What follows belongs to an exercise in optimizing a design on an open flow for small area and a short achievable clock period; a production flow would make more cautious choices. In this exercise RTL edits were held to simulation tests only and were not proved equivalent to the original.

## flow/design.v (module list and top-level ports; edited modules follow where they fit)
// module cic_decim: 2131 lines
// module ddc_core: 2275 lines
module ddc_core
(
    input  logic        ADC_CLK,
    input  logic        RST_N,
    input  logic [11:0] ADC_IN,
    input  logic        ENC_SW,
    input  logic        ENC_DIR,
    input  logic        ENC_CNT,
    input  logic        ENC_CLK,
    input  logic        DATA_ACK,
    output logic [15:0] OUT,
    output logic        DATA_RDY
);
  // ...
==> flow/flow/run.sh <==
#!/bin/bash
# Own layout flow: the standard ORFS flow (standard.sh, unchanged synthesis script and
# constraints) with a few extra ORFS settings:
#  - port buffers are buf_4 cells instead of the default pick,
#  - the resizer may swap cells across footprints,
#  - timing repair aims at a larger setup margin.
set -euo pipefail
bash standard.sh \
  "SETUP_SLACK_MARGIN=${MARGIN:-5.25}" \
  "MATCH_CELL_FOOTPRINT=0" \
  "BUFFER_PORTS_ARGS=-buffer_cell sky130_fd_sc_hd__buf_4" \
  finish > standard_flow.log 2>&1
==> flow/standard.sh <==
#!/bin/bash
# synth_recipe.tcl (not shown) runs the flow's synth.tcl, then flattens the netlist and writes it again
# the make line also repeats each setting of config.mk as NAME=value (left out here)
make -C /OpenROAD-flow-scripts/flow DESIGN_CONFIG=/design/flow/config.mk WORK_HOME=/design/flow/orfs CLKGATE_MAP_FILE= SYNTH_SCRIPT=/design/flow/synth_recipe.tcl "${@:-finish}"
==> flow/config.mk <==
export PLATFORM = sky130hd
export DESIGN_NAME = ddc_core
export DESIGN_NICKNAME = ddc_core
export VERILOG_FILES = /design/flow/design.v
export SDC_FILE = /design/flow/constraint.sdc
export NUM_CORES = 4
export LEC_CHECK = 0
export ABC_AREA = 1
export CAP_MARGIN = 20
export CORE_MARGIN = 2
export CORE_UTILIZATION = 40
export CTS_CLUSTER_DIAMETER = 75
export CTS_CLUSTER_SIZE = 26
export SLEW_MARGIN = 20
==> flow/constraint.sdc <==
create_clock -name core_clock -period 8.0 [get_ports {ADC_CLK}]
set_input_delay 1.6000 -clock core_clock [delete_from_list [all_inputs] [get_ports {ADC_CLK}]]
set_output_delay 1.6000 -clock core_clock [all_outputs]
set_load 0.01 [all_outputs]
==> results_dict.tcl, run 1 <==
set metrics [dict create \
    status "no timing/DRC/antenna violations" \
    drv.max_cap_violation_count 0 \
    numSequentialCells 603 \
    worst-r2r-setup-slack_ns 5.20 \
    type_of_the_worst_setup_path "register to output port" \
    synth_top_family_by_area "adder cells" \
    grt_use_met3 0.02362 \
    clock_root_buffer_master "clkbuf_16" \
    m1WireLength_mm 45.22 \
    setup.worst_path.end_class "output port" \
    layout.buffer.nonclock.area_share 0.04264 \
    cts_inserted_buffers 41 \
    critical_path_buf_inv_count 1 \
    grt_pass1_vias 32370 \
    top_regs "u_cic0.u_q x34, u_cic1.u_q x34, u_cic1.w_q x34" \
    slew_headroom 0.2578 \
    sequential_fraction_of_total_cell_area 0.3134 \
    worst_margin_slew_ns 1.112 \
    critical_path.endpoint "OUT[1]" \
    commonest_non_fill_non_tap_cell_in_the_layout "nand2_1" \
    setup_failing_eps_final 0 \
    synthXorXnorAreaFrac 0.06490 \
    initial_core_util 0.4034 \
    met1_usage 0.2498 \
    routed-wl-met2_mm 46.35 \
    crit_cells 1 \
    layout-drive-gt1-share 0.1474 \
    die_y_um 327.3 \
    groute.usage.overall 0.1836 \
    grt_pass1_wl_mm 163.9 \
    yosysWarnings 2 \
    fin_skew_ns 0.03630 \
    final_design_area_no_fill_um2 48330 \
    rsz0062_at_grt "true" \
    synth.top_cell.area_share 0.3609 \
    core_region_area_um2 103600 \
    simple_gate_area_share_of_the_yosys_netlist 0.1669 \
    std_cell_rows 118 \
    synth_compound_gate_area_share 0.1301 \
    top_layer "met4" \
    timing.critical_path.required_ns 6.40 \
    mappedNetlistNets 5463 \
]
==> run 2: changes to the inputs <==
--- a/flow/flow/run.sh
+++ b/flow/flow/run.sh
@@ -6,7 +6,7 @@
 #  - timing repair aims at a larger setup margin.
 set -euo pipefail
 bash standard.sh \
-  "SETUP_SLACK_MARGIN=${MARGIN:-5.25}" \
+  "SETUP_SLACK_MARGIN=${MARGIN:-5.05}" \
   "MATCH_CELL_FOOTPRINT=0" \
   "BUFFER_PORTS_ARGS=-buffer_cell sky130_fd_sc_hd__buf_4" \
   finish > standard_flow.log 2>&1
==> results_dict.tcl, run 2 <==
set metrics [dict create \
    critPathArrivalTime_ns 3.38 \
    postSynthRegisterBits 603 \
    grt_pass1_vias 32260 \
    cts_max_path_buffers 3 \
    num-nets-final 5497 \
    antenna_cells 0 \
    hp-start "meta_q[2]" \
    worst_hold_path_type "register to register" \
    drv.max_cap_violation_count 0 \
    cts_inserted_buffers 41 \
    drt-vias-per-instance 5.168 \
    register_area_share_after_synthesis 0.3609 \
    yosysWarnings 2 \
    critical-path-slowest-cell "dfrtp_2" \
    post_synth_design_cell_area_um2 41810 \
    globalplace.congestion 0.9726 \
    layout-drive-gt1-share 0.08370 \
    routed_wirelength_mm 96.68 \
    place.detailed.instances 6156 \
    most_used_standard_cells_in_the_synthesized_netlist "nand2_1, dfrtp_1, inv_1, ha_1, a21oi_1" \
    ant_nets 0 \
    fin_tns_setup_ns 0 \
    commonest_non_fill_non_tap_cell_in_the_layout "nand2_1" \
    clock_latency_ns 0.63 \
    final_design_area_no_fill_um2 46110 \
    areaGrowthSynthToFinish_pct 10.27 \
    ff_latch_area_um2 15120 \
    synth.most_common_cell "nand2_1" \
    whs_ns 0.3350 \
    detailroute.via_count 32630 \
    grt_pass1_wl_mm 162.7 \
    start_kind "register" \
    core_region_area_um2 103600 \
    slew_headroom 0.2946 \
    type_of_the_worst_setup_path "register to register" \
    synth_compound_gate_area_share 0.1301 \
    detailedRoute.firstPassIterationCount 7 \
    synth_top_family_by_area "adder cells" \
    worst_margin_slew_ns 1.057 \
    timing.critical_path.required_ns 8.50 \
    rsz0062_at_grt "true" \
    yosys_top_cell_by_area "dfrtp_1" \
    drt_first_iter_violations 2616 \
    synth_edf_count 0 \
    cts_tree "done" \
    groute.usage.overall 0.1816 \
    cts.clk_slew.worst_paths_ns 0.09 \
    worst_path_largest_cell_delay_ns 0.58 \
    die-area_um2 107100 \
    cts_num_sinks 603 \
    placed_cell_area_um2 43360 \
    ios 36 \
    layout_common_cells "nand2_1, inv_1, dfrtp_1" \
    crit_path_max_fanout 16 \
    maxClockFrequency_ghz 0.3476 \
    fin_skew_ns 0.04325 \
    worstReg2RegStart "x_q[7]" \
    synth_cell_types 59 \
    synthArstFlopShare 1.000 \
    status "no timing/DRC/antenna violations" \
    setup.worst_path.end_class "register" \
    place_hpwl_mm 70.80 \
    std_cell_rows 118 \
    synth.top_cells.by_area "dfrtp_1, ha_1, nand2_1" \
    simple_gate_area_share_of_the_yosys_netlist 0.1669 \
    final_critical_path_setup_slack_ns 5.123 \
    io_buffers 35 \
    synth.top_cell.area_share 0.3609 \
    timing_hold_violations_final 0 \
    finish.utilization 0.4449 \
    clock_root_buffer_master "clkbuf_16" \
    dpl_worst_slack_ns 4.705 \
    drc_violations 0 \
    cp_cell_instances "clkinvlp_4 -> o22ai_1 -> a221oi_2 -> xor2_1 -> fa_1 -> inv_1 -> fa_1 -> xor2_1" \
    synth.mux.area_fraction 0.0004788 \
    multiInputGateArea_um2 24190 \
    grt_max_degree 160 \
    grt_overflow 0 \
    worst-r2r-setup-slack_ns 5.12 \
    setup_failing_eps_final 0 \
    synthXorXnorAreaFrac 0.06490 \
    final_cells 6314 \
    fin_crit_sh 0.3596 \
    wl_per_cell_um 15.31 \
    synth-adder-area-share 0.2048 \
    antenna_found_initial 0 \
    top_regs "u_cic0.u_q x34, u_cic1.u_q x34, u_cic1.w_q x34" \
    critical_path.startpoint "x_q[7]" \
    drv_slew 0 \
    synth_ff_type "dfrtp_1" \
    chipWidth_um 327.3 \
    ctsHtreeMaxLevel 2 \
    crit_path_time_final_ns 2.877 \
    mappedNetlistNets 5463 \
    initial_core_util 0.4034 \
    syn-instance-count 4870 \
    fillerInstances 10160 \
    die_y_um 327.3 \
    average_footprint_of_a_synthesized_cell_um2 8.586 \
]
## run 2: changes by cell type in the layout (fill, tap and decap cells not counted), sizes merged
cell,previous run,this run
buf,244,138
clkinvlp,30,19
inv,615,619
bufinv,2,1
clkinv,16,17
## run 2: metal layers
metal  wire, µm  global-route usage  share of wire  vias to the layer above
met5          0                   0              0                        -
met1      44230              0.2458           0.46                    15480
met3       4712             0.02404          0.049                      201
met2      44860              0.3038           0.46                      782
met4       2880             0.05355          0.030                        0
li1           -                   -              -                    16170
## run 2: area by class of cell
| class | instances | area share |
|---|---|---|
| multi-input cells | 3491 | 0.5247 |
| flip-flops and latches | 603 | 0.3279 |
| inverters | 628 | 0.05275 |
| well taps | 1380 | 0.03745 |
| repair buffers | 139 | 0.02418 |
| clock buffers | 45 | 0.02372 |
| clock inverters | 28 | 0.009335 |
## run 2: path summary, 6_finish.rpt
kind | endpoint | depth (start not counted)
max reg2reg | mb_q0[3] | 8
min reg2reg | sync_q[2] | 0
max | mb_q0[3] | 8
min | sync_q[2] | 0
min in group asynchronous | u_cic1.u_q[27] | 1
max in group asynchronous | mb_q0[3] | 2
## run 2: timing repair
action                                 4_1_cts  5_1_grt
gates cloned                                 0        0
setup buffers                               26       59
pin swaps                                    1       18
endpoints found under the hold margin        0        0
hold buffers                                 0        0
resized for setup                           42      140
setup endpoints to repair                   86      107
## run 2: kinds of logic (layout without fill, tap and decap cells)
family / Yosys count / count (layout)
buf+inv: 776 / 840
compound gates: 889 / 889
other cells: 1 / 1
simple gates: 1716 / 1716
xor+xnor: 309 / 309
flops: 603 / 603
fa+ha+maj: 574 / 574
mux: 2 / 2
## run 2: critical path: cells and delay by family, from the launching register on
family	cells	cell delay [ns]
AO/OA/AOI/OAI	2	0.39
buffers and inverters	2	0.43
flip-flops	1	0.58
adder cells (fa/ha/maj)	2	0.98
XOR/XNOR	2	0.35
==> run 3: changes to the inputs <==
--- a/flow/flow/run.sh
+++ b/flow/flow/run.sh
@@ -6,7 +6,7 @@
 #  - timing repair aims at a larger setup margin.
 set -euo pipefail
 bash standard.sh \
-  "SETUP_SLACK_MARGIN=${MARGIN:-5.05}" \
+  "SETUP_SLACK_MARGIN=${MARGIN:-5.2}" \
   "MATCH_CELL_FOOTPRINT=0" \
   "BUFFER_PORTS_ARGS=-buffer_cell sky130_fd_sc_hd__buf_4" \
   finish > standard_flow.log 2>&1
==> results_dict.tcl, run 3 <==
set metrics [dict create \
    status "no timing/DRC/antenna violations" \
    synth.most_common_cell "nand2_1" \
    cts_inserted_buffers 41 \
    layout_common_cells "nand2_1, dfrtp_1, inv_1" \
    cts_tree "done" \
    yosys_top_cell_by_area "dfrtp_1" \
    top_layer "met4" \
    syn-instance-count 4870 \
    multiInputGateArea_um2 25040 \
    fin_tns_setup_ns 0 \
    chipWidth_um 327.3 \
    clock_root_buffer_master "clkbuf_16" \
    mappedNetlistNets 5463 \
    die-area_um2 107100 \
    place.detailed.instances 6155 \
    grt_overflow 0 \
    grt_pass1_vias 32610 \
    groute.usage.overall 0.1817 \
    core_region_area_um2 103600 \
    drv.max_cap_violation_count 0 \
    timing_hold_violations_final 0 \
    place_hpwl_mm 69.86 \
    setup.worst_path.end_class "register" \
    postSynthRegisterBits 603 \
    cts_max_path_buffers 3 \
    cts_num_sinks 603 \
    finish.utilization 0.4591 \
    layout-drive-gt1-share 0.1294 \
    clock_latency_ns 0.62 \
    std_cell_rows 118 \
    detailroute.wirelength.met3_mm 5.145 \
    type_of_the_worst_setup_path "register to register" \
    detailroute.via_count 33230 \
    drc_violations 0 \
    drt_first_iter_violations 2586 \
    placed_cell_area_um2 43430 \
    detailedRoute.firstPassIterationCount 8 \
    post_synth_design_cell_area_um2 41810 \
    timing.critical_path.required_ns 8.49 \
    num-nets-final 5567 \
    average_footprint_of_a_synthesized_cell_um2 8.586 \
    areaGrowthSynthToFinish_pct 13.79 \
    ff_latch_area_um2 15130 \
    initial_core_util 0.4034 \
    fillerInstances 10120 \
    critPathArrivalTime_ns 3.30 \
    grt_max_degree 146 \
    top_regs "u_cic0.u_q x34, u_cic1.u_q x34, u_cic1.w_q x34" \
    most_used_standard_cells_in_the_synthesized_netlist "nand2_1, dfrtp_1, inv_1, ha_1, a21oi_1" \
    yosysWarnings 2 \
    antenna_cells 0 \
    worst_margin_slew_ns 0.9486 \
    ant_nets 0 \
    crit_path_time_final_ns 2.808 \
    crit_path_max_fanout 6 \
    synth.top_cell.area_share 0.3609 \
    synth_edf_count 0 \
    rsz0062_at_grt "true" \
    wl_per_cell_um 15.47 \
    synth_cell_types 59 \
    final_design_area_no_fill_um2 47580 \
    synth.top_cells.by_area "dfrtp_1, ha_1, nand2_1" \
    final_cells 6386 \
    grt_pass1_wl_mm 163.3 \
    synthArstFlopShare 1.000 \
    ctsHtreeMaxLevel 2 \
    setup_failing_eps_final 0 \
    m1WireLength_mm 44.72 \
    worst_hold_path_type "register to register" \
    fin_skew_ns 0.02528 \
    commonest_non_fill_non_tap_cell_in_the_layout "nand2_1" \
    register_area_share_after_synthesis 0.3609 \
    routed-wl-met2_mm 45.47 \
    ios 36 \
    antenna_found_initial 0 \
    drv_slew 0 \
    routed_wirelength_mm 98.79 \
    drt-vias-per-instance 5.203 \
    maxClockFrequency_ghz 0.3562 \
    start_kind "register" \
    slew_headroom 0.3676 \
    globalplace.congestion 0.9496 \
    fin_crit_sh 0.3509 \
    die_y_um 327.3 \
    synth_ff_type "dfrtp_1" \
    cts.clk_slew.worst_paths_ns 0.09 \
    io_buffers 35 \
]
run 3: cell counts after synthesis:
Identical to the previous run, type by type.
run 3: final timing paths:
path / endpoint / startpoint / depth (start not counted) / slack, ns
min: sync_q[1] / meta_q[1] / 0 / 0.35
min in group asynchronous: u_cic1.w_q[9] / RST_N / 1 / 1.03
max: mb_q1[3] / x_q[3] / 8 / 5.19
max reg2reg: mb_q1[3] / x_q[3] / 8 / 5.19
min reg2reg: sync_q[1] / meta_q[1] / 0 / 0.35
max in group asynchronous: x_q[11] / RST_N / 2 / 5.50
run 3: layout make-up:
cell class	instances	share of cell area
clock buffer	46	0.02306
clock inverter	29	0.009151
inverter	628	0.05186
multi-input combinational	3491	0.5263
sequential	603	0.3181
tap	1380	0.03629
timing repair buffer	204	0.03466
timing repair inverter	5	0.0006311
run 3: through the flow:
step | hold WS, ns | setup WS, ns
after global routing | 0.3627 | 5.084
after CTS | 0.3572 | 5.144
final | 0.3534 | 5.192
after detailed placement | 0.3365 | 4.739
after floorplan | 0.3312 | 5.174
after global placement | 0.3330 | 4.843
run 3: routing by layer:
metal / vias to the layer above / global-route usage
met3: 263 / 0.02568
met2: 889 / 0.2990
met4: 0 / 0.06043
li1: 16310 / -
met1: 15760 / 0.2462
met5: - / 0
run 3: cell families (layout without fill, tap and decap cells):
kind of cell	count (synthesis)	in the layout	share of synthesized area
flops	603	603	0.3609
fa+ha+maj	574	574	0.2048
mux	2	2	0.0004788
compound gates	889	889	0.1301
simple gates	1716	1716	0.1669
buf+inv	776	912	0.07191
other cells	1	1	0.00008968
xor+xnor	309	309	0.06490
run 3: worst max-delay path, cell delays in order (launching register included):
cell and delay [ns]:
dfrtp_2 0.48, clkinvlp_2 0.23, buf_4 0.17, o22ai_1 0.08
a221oi_1 0.40, xor2_1 0.23, fa_1 0.47, fa_1 0.49
xnor2_1 0.14
run 3: timing repair:
action	in CTS	in global routing
buffers inserted	50	101
gates cloned	2	3
hold buffers	0	0
pin swaps	12	62
resized for setup	108	281
setup endpoints to repair	139	185
==> run 4: changes to the inputs <==
--- a/flow/flow/run.sh
+++ b/flow/flow/run.sh
@@ -6,7 +6,7 @@
 #  - timing repair aims at a larger setup margin.
 set -euo pipefail
 bash standard.sh \
-  "SETUP_SLACK_MARGIN=${MARGIN:-5.2}" \
+  "SETUP_SLACK_MARGIN=${MARGIN:-5.15}" \
   "MATCH_CELL_FOOTPRINT=0" \
   "BUFFER_PORTS_ARGS=-buffer_cell sky130_fd_sc_hd__buf_4" \
   finish > standard_flow.log 2>&1
==> results_dict.tcl, run 4 <==
set metrics [dict create \
    start_kind "register" \
    cp_top_family "flip-flops" \
    drv.max_cap_violation_count 0 \
    cts_inserted_buffers 41 \
    cts_max_path_buffers 3 \
    fin_crit_sh 0.3506 \
    synth.top_cell.area_share 0.3609 \
    grt_pass1_vias 32000 \
    final_cells 6358 \
    final_design_area_no_fill_um2 47020 \
    critical-path-slowest-cell "dfrtp_1" \
    fin_tns_setup_ns 0 \
    detailroute.via_count 32880 \
    finish.utilization 0.4536 \
    mappedNetlistNets 5463 \
    post_synth_design_cell_area_um2 41810 \
    groute.usage.overall 0.1815 \
    rsz0062_at_grt "true" \
    most_used_standard_cells_in_the_synthesized_netlist "nand2_1, dfrtp_1, inv_1, ha_1, a21oi_1" \
    fin_skew_ns 0.03702 \
    grt_overflow 0 \
    std_cell_rows 118 \
    synth_ff_type "dfrtp_1" \
    drc_violations 0 \
    worst_hold_path_type "register to register" \
    cts.clk_slew.worst_paths_ns 0.09 \
    drt-vias-per-instance 5.171 \
    synthArstFlopShare 1.000 \
    ctsHtreeMaxLevel 2 \
    cp_cell_instances "buf_6" \
    areaGrowthSynthToFinish_pct 12.44 \
    clock_latency_ns 0.62 \
    antenna_cells 0 \
    critPathArrivalTime_ns 1.21 \
    worst-r2r-setup-slack_ns 5.21 \
    synth.most_common_cell "nand2_1" \
    commonest_non_fill_non_tap_cell_in_the_layout "nand2_1" \
    critical_path_buf_inv_count 1 \
    timing_hold_violations_final 0 \
    grt_pass1_wl_mm 162.6 \
    maxClockFrequency_ghz 0.3565 \
    detailedRoute.firstPassIterationCount 9 \
    drt_first_iter_violations 2507 \
    worstReg2RegEnd "mb_q0[7]" \
    yosys_top_cell_by_area "dfrtp_1" \
    place.detailed.instances 6157 \
    clock_root_buffer_master "clkbuf_16" \
    grt_max_degree 145 \
    setup.worst_path.end_class "output port" \
    synth.top_cells.by_area "dfrtp_1, ha_1, nand2_1" \
    placed_cell_area_um2 43370 \
    holdPathStages 0 \
    drv_slew 0 \
    syn-instance-count 4870 \
    num-nets-final 5540 \
    die_y_um 327.3 \
    postSynthRegisterBits 603 \
    cts_tree "done" \
    layout_common_cells "nand2_1, dfrtp_1, inv_1" \
    core_region_area_um2 103600 \
    worstReg2RegStart "lo_q0[10]" \
    min_to "sync_q[2]" \
    average_footprint_of_a_synthesized_cell_um2 8.586 \
    initial_core_util 0.4034 \
    synth_cell_types 59 \
    die-area_um2 107100 \
    type_of_the_worst_setup_path "register to output port" \
    routed_wirelength_mm 97.82 \
    top_regs "u_cic0.u_q x34, u_cic1.u_q x34, u_cic1.w_q x34" \
    io_buffers 35 \
    worst_path_largest_cell_delay_ns 0.44 \
    synth_edf_count 0 \
    crit_path_max_fanout 2 \
    status "no timing/DRC/antenna violations" \
    cts_hold_buf 0 \
    hp-start "meta_q[2]" \
    cts_num_sinks 603 \
    chipWidth_um 327.3 \
    worst_margin_slew_ns 1.125 \
    slew_headroom 0.2491 \
    ios 36 \
    crit_path_time_final_ns 2.805 \
    wl_per_cell_um 15.38 \
    ant_nets 0 \
    timing.critical_path.required_ns 6.40 \
    globalplace.congestion 0.9648 \
    register_area_share_after_synthesis 0.3609 \
    layout-drive-gt1-share 0.1107 \
    antenna_found_initial 0 \
    yosysWarnings 2 \
    worstRegToRegCells 8 \
    setup_failing_eps_final 0 \
    place_hpwl_mm 70.51 \
]
[run 4: final cells by class]
type	count	area, µm²
Clock buffer	45	1084
Tap cell	1380	1727
Inverter	628	2467
Fill cell	10080	56630
Multi-Input combinational cell	3491	24680
Clock inverter	29	473.0
Sequential cell	603	15130
Timing Repair Buffer	182	1454
[run 4: through the flow]
| step | hold WS [ns] | setup slack, ns |
|---|---|---|
| final | 0.3272 | 5.195 |
| after global routing | 0.3252 | 5.059 |
| after CTS | 0.3292 | 5.102 |
| after detailed placement | 0.3347 | 4.702 |
| after global placement | 0.3351 | 4.705 |
| after floorplan | 0.3312 | 5.142 |
[run 4: routing by layer]
metal  GRT usage  routed length, µm  vias to the layer above
met4     0.05844               3084                        0
met1      0.2530              45740                    15670
li1            -                  -                    16240
met5           0                  0                        -
met2      0.2927              44470                      778
met3     0.02368               4516                      198
[run 4: worst max path at each step]
stage                       endpoint  cells after the start             from
floorplan                   x3_q[11]                      8        ADC_IN[0]
global placement            x3_q[12]                      2            RST_N
detailed placement          x3_q[11]                      2            RST_N
CTS                 u_cic0.i1l_q[16]                     16  u_cic0.i0l_q[0]
global route               ftw_q[30]                     15        sync_q[1]
finish                        OUT[0]                      1         out_q[0]
[run 4: cell families after synthesis]
logic type / share of synthesized area
adder cells (fa/ha/maj): 0.2048
other: 0.00008968
AO/OA/AOI/OAI: 0.1301
XOR/XNOR: 0.06490
flip-flops: 0.3609
multiplexers: 0.0004788
buffers and inverters: 0.07191
AND/OR/NAND/NOR: 0.1669
[run 4: what timing repair did]
item / 4_1_cts / 5_1_grt
setup buffers: 50 / 77
setup endpoints to repair: 195 / 152
pin swaps: 8 / 47
gates resized for setup: 77 / 233

[afterwards: timing with drivers on the ports]
The results above use ideal ports. As a check the final layouts listed here were re-extracted and re-timed, cells and wires unchanged. Step 1 sets driving cells, clkbuf_16 on the clock port and buf_2 on the other inputs (assumed; they add their load-dependent delay and slew). Step 2 moves the port delays by t, midway between the first and last clock arrival at a register: inputs arrive t later, outputs are due t later. That takes back most of the time a late clock gives input paths. Three values: ideal ports, drivers, drivers and shift; two values: the first two.
run | t (ns) | slack for setup (ns) | latest minus earliest clock arrival (ns)
run 1 | 0.679 | 5.181 / 5.115 / 4.911 | 0.055 / 0.056
run 2 | 0.679 | 5.123 / 5.105 / 4.760 | 0.048 / 0.049
run 3 | 0.677 | 5.192 / 5.125 / 4.843 | 0.028 / 0.027
run 4 | 0.675 | 5.195 / 5.126 / 4.818 | 0.048 / 0.048
After both steps setup and hold are still met in every run listed. The setup slack of run 4, which loses most, moves by -0.069 ns with the drivers and by -0.377 ns with both steps. The worst setup slack also covers recovery checks on asynchronous resets.
